This is an optimization exercise on Yosys and OpenROAD, whose aim is a short achievable clock period and few clock cycles per item, not a production implementation.
Function was checked by simulation only, so behaviour that the tests miss may differ from the original.

==> try-amber <==
## mrv1_top
module mrv1_top (
    input  logic        clk_i,
    input  logic        rst_down_w,
    input  logic        fetch_en_i,
    input  logic        insn_vld_i,
    input  logic [1:0]  insn_twid_i,
    input  logic [2:0]  insn_op_i,
    input  logic [4:0]  insn_rd_i,
    input  logic [4:0]  insn_rs0_i,
    input  logic [4:0]  insn_rs1_i,
    input  logic [15:0] insn_imm_i,
    output logic        insn_rdy_o,
    output logic        retire_vld_o,
    output logic [1:0]  retire_twid_o,
    output logic [4:0]  retire_rd_o,
    output logic [2:0]  retire_itag_o,
    output logic [31:0] retire_data_o,
    output logic [15:0] retire_cnt_o
);
    mrv1_pkg::insn_t   insn_w;
    mrv1_pkg::retire_t retire_w;
    always_comb begin
        insn_w.twid = insn_twid_i;
        insn_w.op   = mrv1_pkg::alu_op_e'(insn_op_i);
        insn_w.rd   = insn_rd_i;
        insn_w.rs0  = insn_rs0_i;
  ...
export LEC_CHECK = 0
export CAP_MARGIN = 20
export CORE_MARGIN = 2
export CORE_UTILIZATION = 30
export PLACE_DENSITY = 0.5
export SETUP_SLACK_MARGIN = 3.8
export SLEW_MARGIN = 20
create_clock -name core_clock -period 6.5 [get_ports {clk_i}]
run.sh (not shown) runs the stock make flow with config.mk's settings and CLKGATE_MAP_FILE= SYNTH_SCRIPT=/design/flow/synth_recipe.tcl, a recipe that flattens the netlist after the stock synthesis.
==> inputs of try-delta, as changes to try-amber <==
--- a/flow/design.v
+++ b/flow/design.v
@@ -84,34 +84,43 @@
 module mrv1_issue_ctrl (
     input  logic                clk_i,
     input  logic                rst_down_w,
     input  logic                fetch_en_i,
     input  logic                insn_vld_i,
     input  mrv1_pkg::insn_t     insn_i,
     input  mrv1_pkg::itag_t     itag_i,
-    input  logic                rf_clr_i,     
     input  logic                e_vld_i,
     input  mrv1_pkg::twid_t     e_twid_i,
     input  mrv1_pkg::rf_addr_t  e_rd_i,
     input  logic                r_vld_i,
     input  mrv1_pkg::twid_t     r_twid_i,
     input  mrv1_pkg::rf_addr_t  r_rd_i,
     output logic                insn_rdy_o,
     output logic                accept_o,
+    output mrv1_pkg::rf_addr_t  d1_rs0_o,
+    output mrv1_pkg::rf_addr_t  d1_rs1_o,
     output logic                d_vld_o,
     output mrv1_pkg::twid_t     d_twid_o,
     output logic [7:0]          d_op_o,       
     output mrv1_pkg::rf_addr_t  d_rd_o,
     output mrv1_pkg::data_t     d_imm_o,
     output mrv1_pkg::itag_t     d_itag_o,
     output logic                d_fe0_o,      
     output logic                d_fe1_o,      
     output logic [9:0]          d_src0_o,     
     output logic [10:0]         d_src1_o      
 );
+    logic               d1_vld_q;
+    mrv1_pkg::twid_t    d1_twid_q;
+    mrv1_pkg::alu_op_e  d1_op_q;
+    mrv1_pkg::rf_addr_t d1_rd_q;
+    mrv1_pkg::rf_addr_t d1_rs0_q;
+    mrv1_pkg::rf_addr_t d1_rs1_q;
+    mrv1_pkg::imm_t     d1_imm_q;
+    mrv1_pkg::itag_t    d1_itag_q;
     logic               d_vld_q;
     mrv1_pkg::twid_t    d_twid_q;
     mrv1_pkg::rf_addr_t d_rd_q;
     logic               src_vld;
     logic [7:0]         op_oh;
     logic               fr0, fw0, fr1, fw1;
     logic [7:0]         grp0, grp1;
@@ -119,42 +128,60 @@
                                        input mrv1_pkg::rf_addr_t rd,
                                        input mrv1_pkg::twid_t in_twid,
                                        input mrv1_pkg::rf_addr_t rs);
         src_match = vld && (twid == in_twid) && (rd != '0) && (rd == rs);
     endfunction
     assign insn_rdy_o = fetch_en_i;
     assign accept_o   = insn_vld_i && fetch_en_i && !rst_down_w;
-    assign src_vld = (insn_i.op != mrv1_pkg::LDI);
+    always_ff @(posedge clk_i) begin
+        d1_vld_q <= accept_o;
+    end
+    always_ff @(posedge clk_i) begin
+        d1_twid_q <= insn_i.twid;
+        d1_op_q   <= insn_i.op;
+        d1_rd_q   <= insn_i.rd;
+        d1_rs0_q  <= insn_i.rs0;
+        d1_rs1_q  <= insn_i.rs1;
+        d1_imm_q  <= insn_i.imm;
+        d1_itag_q <= itag_i;
+    end
+    assign d1_rs0_o = d1_rs0_q;
+    assign d1_rs1_o = d1_rs1_q;
+    assign src_vld = (d1_op_q != mrv1_pkg::LDI);
     always_comb begin
         op_oh = '0;
-        op_oh[insn_i.op] = 1'b1;
+        op_oh[d1_op_q] = 1'b1;
     end
     always_comb begin
         grp0 = '0;
         grp1 = '0;
-        grp0[{insn_i.twid, insn_i.rs0[4]}] = 1'b1;
-        grp1[{insn_i.twid, insn_i.rs1[4]}] = 1'b1;
+        grp0[{d1_twid_q, d1_rs0_q[4]}] = 1'b1;
+        grp1[{d1_twid_q, d1_rs1_q[4]}] = 1'b1;
     end
-    assign fr0 = src_vld && src_match(e_vld_i, e_twid_i, e_rd_i, insn_i.twid, insn_i.rs0);
-    assign fw0 = src_vld && src_match(r_vld_i, r_twid_i, r_rd_i, insn_i.twid, insn_i.rs0);
-    assign fr1 = src_vld && src_match(e_vld_i, e_twid_i, e_rd_i, insn_i.twid, insn_i.rs1);
-    assign fw1 = src_vld && src_match(r_vld_i, r_twid_i, r_rd_i, insn_i.twid, insn_i.rs1);
+    assign fr0 = src_vld && src_match(e_vld_i, e_twid_i, e_rd_i, d1_twid_q, d1_rs0_q);
+    assign fw0 = src_vld && src_match(r_vld_i, r_twid_i, r_rd_i, d1_twid_q, d1_rs0_q);
+    assign fr1 = src_vld && src_match(e_vld_i, e_twid_i, e_rd_i, d1_twid_q, d1_rs1_q);
+    assign fw1 = src_vld && src_match(r_vld_i, r_twid_i, r_rd_i, d1_twid_q, d1_rs1_q);
     always_ff @(posedge clk_i) begin
-        d_vld_q <= accept_o;
+        if (rst_down_w) begin
+            d_vld_q <= 1'b0;
+        end else begin
+            d_vld_q <= d1_vld_q;
+        end
     end
     always_ff @(posedge clk_i) begin
-        d_twid_q    <= insn_i.twid;
-        d_op_o      <= op_oh;
-        d_rd_q      <= insn_i.rd;
-        d_imm_o     <= {{(mrv1_pkg::DATA_W-mrv1_pkg::IMM_W){insn_i.imm[mrv1_pkg::IMM_W-1]}}, insn_i.imm};
-        d_itag_o    <= itag_i;
-        d_fe0_o     <= src_vld && src_match(d_vld_q, d_twid_q, d_rd_q, insn_i.twid, insn_i.rs0);
-        d_fe1_o     <= src_vld && src_match(d_vld_q, d_twid_q, d_rd_q, insn_i.twid, insn_i.rs1);
-        d_src0_o    <= {fw0 && !fr0, fr0, (src_vld && !fr0 && !fw0 && !rf_clr_i) ? grp0 : 8'd0};
-        d_src1_o    <= {!src_vld, fw1 && !fr1, fr1, (src_vld && !fr1 && !fw1 && !rf_clr_i) ? grp1 : 8'd0};
+        d_twid_q <= d1_twid_q;
+        d_op_o   <= op_oh;
+        d_rd_q   <= d1_rd_q;
+        d_imm_o  <= {{(mrv1_pkg::DATA_W-mrv1_pkg::IMM_W){d1_imm_q[mrv1_pkg::IMM_W-1]}}, d1_imm_q};
+        d_itag_o <= d1_itag_q;
+        d_fe0_o  <= src_vld && src_match(d_vld_q, d_twid_q, d_rd_q, d1_twid_q, d1_rs0_q);
+        d_fe1_o  <= src_vld && src_match(d_vld_q, d_twid_q, d_rd_q, d1_twid_q, d1_rs1_q);
+        d_src0_o <= {fw0 && !fr0, fr0, (src_vld && !fr0 && !fw0) ? grp0 : 8'd0};
+        d_src1_o <= {!src_vld, fw1 && !fr1, fr1, (src_vld && !fr1 && !fw1) ? grp1 : 8'd0};
     end
     assign d_vld_o  = d_vld_q;
     assign d_twid_o = d_twid_q;
     assign d_rd_o   = d_rd_q;
 endmodule
 `timescale 1ns/1ps
 module mrv1_rf (
@@ -355,14 +382,16 @@
     input  mrv1_pkg::insn_t   insn_i,
     output logic              insn_rdy_o,
     output mrv1_pkg::retire_t retire_o,
     output mrv1_pkg::cnt_t    retire_cnt_o
 );
     logic               accept_w;
     mrv1_pkg::itag_t    itag_w;
+    mrv1_pkg::rf_addr_t d1_rs0_w;
+    mrv1_pkg::rf_addr_t d1_rs1_w;
     logic               d_vld_w;
     mrv1_pkg::twid_t    d_twid_w;
     logic [7:0]         d_op_w;
     mrv1_pkg::rf_addr_t d_rd_w;
     mrv1_pkg::data_t    d_imm_w;
     mrv1_pkg::itag_t    d_itag_w;
     logic               d_fe0_w, d_fe1_w;
@@ -381,23 +410,24 @@
     mrv1_issue_ctrl issue0 (
         .clk_i      (clk_i),
         .rst_down_w (rst_down_w),
         .fetch_en_i (fetch_en_i),
         .insn_vld_i (insn_vld_i),
         .insn_i     (insn_i),
         .itag_i     (itag_w),
-        .rf_clr_i   (rf_clr_q),
         .e_vld_i    (alu_stage_w.vld),
         .e_twid_i   (alu_stage_w.twid),
         .e_rd_i     (alu_stage_w.rd),
         .r_vld_i    (retire_o.vld),
         .r_twid_i   (retire_o.twid),
         .r_rd_i     (retire_o.rd),
         .insn_rdy_o (insn_rdy_o),
         .accept_o   (accept_w),
+        .d1_rs0_o   (d1_rs0_w),
+        .d1_rs1_o   (d1_rs1_w),
         .d_vld_o    (d_vld_w),
         .d_twid_o   (d_twid_w),
         .d_op_o     (d_op_w),
         .d_rd_o     (d_rd_w),
         .d_imm_o    (d_imm_w),
         .d_itag_o   (d_itag_w),
         .d_fe0_o    (d_fe0_w),
@@ -412,16 +442,16 @@
         .retire_i     (retire_o.vld),
         .itag_o       (itag_w),
         .retire_cnt_o (retire_cnt_o)
     );
     mrv1_rf rf0 (
         .clk_i      (clk_i),
         .clr_i      (rf_clr_q),
-        .rs0_addr_i (insn_i.rs0),
-        .rs1_addr_i (insn_i.rs1),
+        .rs0_addr_i (d1_rs0_w),
+        .rs1_addr_i (d1_rs1_w),
         .w_en_i     (rf_w_en_w),
         .w_data_i   (rf_w_data_w),
         .grp0_o     (rf_grp0_w),
         .grp1_o     (rf_grp1_w)
     );
     mrv1_alu alu0 (
         .clk_i         (clk_i),
==> flow/config.mk (replaced) <==
export PLATFORM = sky130hd
export DESIGN_NAME = mrv1_top
export DESIGN_NICKNAME = mrv1_top
export VERILOG_FILES = /design/flow/design.v
export SDC_FILE = /design/flow/constraint.sdc
export NUM_CORES = 4
export LEC_CHECK = 0
export CAP_MARGIN = 20
export CORE_MARGIN = 2
export CORE_UTILIZATION = 45
export PLACE_DENSITY = 0.6
export SETUP_SLACK_MARGIN = 3.8
export SLEW_MARGIN = 20
==> impl_metrics.ini <==
[outcome]
status = no timing/DRC/antenna violations

[global_routing]
met1_usage_pct = 29.2
grt_use_met2_pct = 33.7
grt_pass1_vias = 128000

[power_and_ir_drop]
ir_worst_vdd_uv = 290
p_comb_mw = 15.0

[critical_path]
slowest_stage = a222oi_1
critical_path.cell_chain = buf_6, a222oi_1, nand3_1, nor2_2, a31oi_4, and2_1

[cells_and_area]
seq_cells = 5169
nNonClkInverters = 153
layout.cells.non_filler = 22400
antennaDiodeCount = 36

[die]
fp.coreArea_um2 = 744000

[logic_synthesis]
synth_common_cells = 4096 x edfxtp_1, 2552 x mux4_2, 1073 x dfxtp_1
[end of results for try-amber]
==> impl_metrics.ini <==
[outcome]
status = no timing/DRC/antenna violations

[die]
fp.coreArea_um2 = 498000

[global_routing]
met1_usage_pct = 43.2
grt_use_met2_pct = 48.3
grt_pass1_vias = 131000

[critical_path]
critical_path.cell_chain = buf_4, nand2_1, buf_4, nand2_1, a221oi_2, nand3_1, nor2_1, a211oi_1
slowest_stage = a221oi_2
path_max_fanout = 17

[cells_and_area]
nNonClkInverters = 159
antennaDiodeCount = 92
multi_input_area_um2 = 80100

[logic_synthesis]
synth_common_cells = 4096 x edfxtp_1, 2535 x mux4_2, 1113 x dfxtp_1

[power_and_ir_drop]
ir_worst_vdd_uv = 360
p_comb_mw = 17.3
[end of results for try-delta]
Testbench counts of try-amber, summed over its fixed seeds: cycles 24,016, items 24,000.
Testbench counts of try-delta, summed over its fixed seeds: cycles 24,024, items 24,000.

==> separate check: timing with driven ports <==
Ports are ideal in the flow. The routed layouts listed here were re-timed in OpenROAD. Step 1: set_driving_cell puts a clkbuf_16 on clk_i and a buf_2 on each other input, an assumption about the parent block. Step 2 times the ports against the registers' clock, not the clock port: input delays grow and output delays shrink by t, the midpoint of the rising clock arrivals with the driver on. Slacks: ideal / step 1 / step 2; pairs: ideal / step 1.
run | t (ns) | setup WS [ns] | latest minus earliest clock arrival (ns)
try-amber | 1.219 | 3.348 / 3.346 / 2.385 | 0.102 / 0.102
try-delta | 1.220 | 3.326 / 3.297 / 2.937 | 0.101 / 0.101
After both steps every run listed still meets setup and hold. The setup slack of try-amber, which loses most, moves by -0.002 ns with the drivers and by -0.963 ns with both steps.
